Background: an optimization exercise with open tools, aiming at small area, a short achievable clock period and few clock cycles per item. Do not read the settings as production practice. Only simulation tests tie the RTL to the original design; equivalence was not proved. Power is estimated from default activity; no workload was simulated.

Setup of run A:
==> flow/design.v (excerpt) <==
module bicubic_resampler #(
    parameter int LEN_W = bicubic_pkg::LEN_W
) (
    input  wire logic              CLK,
    input  wire logic              RST,
    input  wire logic              start_i,
    input  wire logic [LEN_W-1:0]  src_len_i,
    input  wire logic [LEN_W-1:0]  dst_len_i,
    input  wire logic              src_valid_i,
    input  wire bicubic_pkg::pix_t src_pix_i,
    output logic                   src_ready_o,
    output logic                   out_valid_o,
    output bicubic_pkg::pix_t      out_pix_o,
    input  wire logic              out_ready_i,
    output logic                   done_o
);
Settings: LEC_CHECK=0, ABC_CLOCK_PERIOD_IN_PS=4000, CAP_MARGIN=20, CORE_MARGIN=2, CORE_UTILIZATION=55, SETUP_SLACK_MARGIN=5, SLEW_MARGIN=20, SYNTH_HIERARCHICAL=1; clock period 10.0 ns.
standard.sh (not shown) runs the stock make flow with config.mk's settings and CLKGATE_MAP_FILE= SYNTH_SCRIPT=/design/flow/synth_recipe.tcl, a recipe that flattens the netlist after the stock synthesis.
==> flow/flow/run.sh <==
#!/bin/bash
set -euo pipefail
sed 's/ SETUP_SLACK_MARGIN=[0-9.]* / SETUP_SLACK_MARGIN=6.4 /' standard.sh > standard_margin.sh
grep -q 'SETUP_SLACK_MARGIN=6.4' standard_margin.sh
bash standard_margin.sh > standard.log 2>&1
Testbench counts of run A, summed over its fixed seeds: cycles 18,916, items 16,987.
#### Input delta (run B over run A)
==> flow/flow/run.sh <==
#!/bin/bash
set -euo pipefail
sed 's/ SETUP_SLACK_MARGIN=[0-9.]* / SETUP_SLACK_MARGIN=6.6 /' standard.sh > standard_margin.sh
grep -q 'SETUP_SLACK_MARGIN=6.6' standard_margin.sh
bash standard_margin.sh > standard.log 2>&1
Findings:
Run B | status: complete | timing, DRC, antenna: pass. Looking only at via count, and setting everything else aside, the higher value of run B and run A goes to run B. Compared with run A, run B shows number of buffer and inverter stages on the critical path higher by 1. From run A to run B the numbers moved as follows: delay of the slowest cell on the worst path fell by 100 ps; final area shows an increase of 480 sq um; met2 routing resource usage after global routing went up 0.94 points; part of the total power dissipated in combinational logic grew by 1.3 points. Diff run A -> run B: number of rows in the core area was more or less identical; via-per-instance ratio was more or less identical; wire length of the first global-routing pass went up by 2000 um. According to the power report, total power for run B is higher than for run A. The clock period minus final worst setup slack in run B was lower than what run A gave.
diff inputs: run B => run C
Settings: an added PLACE_DENSITY of 0.75; a change of CAP_MARGIN from 20 to 10; a change of SLEW_MARGIN from 20 to 10.
==> comparison <==
- Run C has completed all stages; timing, DRC and antenna checks passed.
- Summary of run C over run B: met2 layer usage reported by global route went down; utilization neither gained nor lost much; total wirelength of the detailed-routed design went down; cell area was more or less identical.
- Summary: with run B as the reference, total power consumption of the routed design in run C moved up slightly.
- Of the two values seen for kind of critical path, reg2reg was produced by run C and in2reg by run B.
- Max met3 track demand over resource across run B and run C: run C
Modified inputs, run D compared to run C
Settings: changing SLEW_MARGIN from 10 to 20; changing PLACE_DENSITY from 0.75 to 0.85; changing CAP_MARGIN from 10 to 20.
| residual DRC count | run C vs run D | ≈ equal |. Met1 routing resource usage after global routing: run D vs run C down 0.37 points. In run D, combinational share of power is higher than in run C. Changes observed in run D relative to run C: slack of the critical path saw a decrease; final instance area shows a reduction of 120 sq um; power shows a reduction of 0.64%; clock-cell share of area saw a decrease.
Here is what was changed in the inputs of run E compared with run D.
Settings: CTS_CLUSTER_SIZE newly set to 22; CTS_CLUSTER_DIAMETER newly set to 100; PLACE_DENSITY changed from 0.85 to 0.75.
[summary]
- In summary, run E completed successfully, with a layout that passed the timing, DRC and antenna checks.
- The total power of run E was superior to that of run D.
- Relative to run D, the critical path depth of run E is higher by 5.
- Measured against run E, the post-cts resize count of run D comes out at 1.20 times the reference value.
- Sequential share of layout area: run D and run E compared, higher one is run E
- | proportion of cell area spent on the clock network | higher: run D |
- Looking at internal power across run D and run E, the one that comes out higher is run D.
- Sort run D and run E by required time reported for the critical path endpoint desc -> top: run E
Changes in run F relative to run E:
Settings: putting TNS_END_PERCENT at 30 where nothing was set.
--- outcome ---
Between run E and run F, clock skew increased.
Run F: final area is 200 sq um higher than what run E reported.
Run E → run F: footprint of the multi-input gates level; routed wire length per instance increased by about 1.1% relative to the old numbers.
The final reports for run F and run E show flip-flop and latch share of the layout cell area lower in the former.
The worst setup slack reported for run F is smaller than that of run E by 98 ps.
Non-clock buffer area fraction after layout, run F and run E: smaller value in run E
Run F and run E ended up with nearly the same first-pass GRT wire length.

afterwards: timing with drivers on the ports:
Ports are ideal in the flow. The routed layouts listed here were re-timed in OpenROAD.
Step 1 (the two cells are an assumption about what drives the block):
set clk [get_ports {CLK}]
set_driving_cell -lib_cell sky130_fd_sc_hd__clkbuf_16 $clk
set_driving_cell -lib_cell sky130_fd_sc_hd__buf_2 [delete_from_list [all_inputs] $clk]
Step 2, shift: input delay + t, output delay - t, t = (earliest + latest rising clock arrival at the registers) / 2. This alone moves slack from input paths to output paths.
a / b / c = ideal ports / drivers / drivers and shift; a / b = the first two.
run | t, ns | slack for setup (ns) | worst setup path at the end | worst register clock-pin slew, ns | cell pins on the clock port's net
run A | 0.627 | 6.511 / 6.460 / 5.919 | input to register | 0.06 / 0.06 | 1
run B | 0.626 | 6.593 / 6.628 / 6.002 | input to register | 0.06 / 0.06 | 1
run C | 0.641 | 6.632 / 6.632 / 6.053 | input to register | 0.07 / 0.07 | 1
run D | 0.616 | 6.624 / 6.656 / 6.042 | input to register | 0.06 / 0.06 | 1
run E | 0.601 | 6.598 / 6.598 / 6.069 | input to register | 0.10 / 0.10 | 1
run F | 0.619 | 6.500 / 6.441 / 6.043 | input to register | 0.10 / 0.10 | 1
After both steps setup and hold are still met in every run listed. For run A, which loses most, drivers alone change the setup slack by -0.051 ns; drivers and shift together by -0.592 ns.
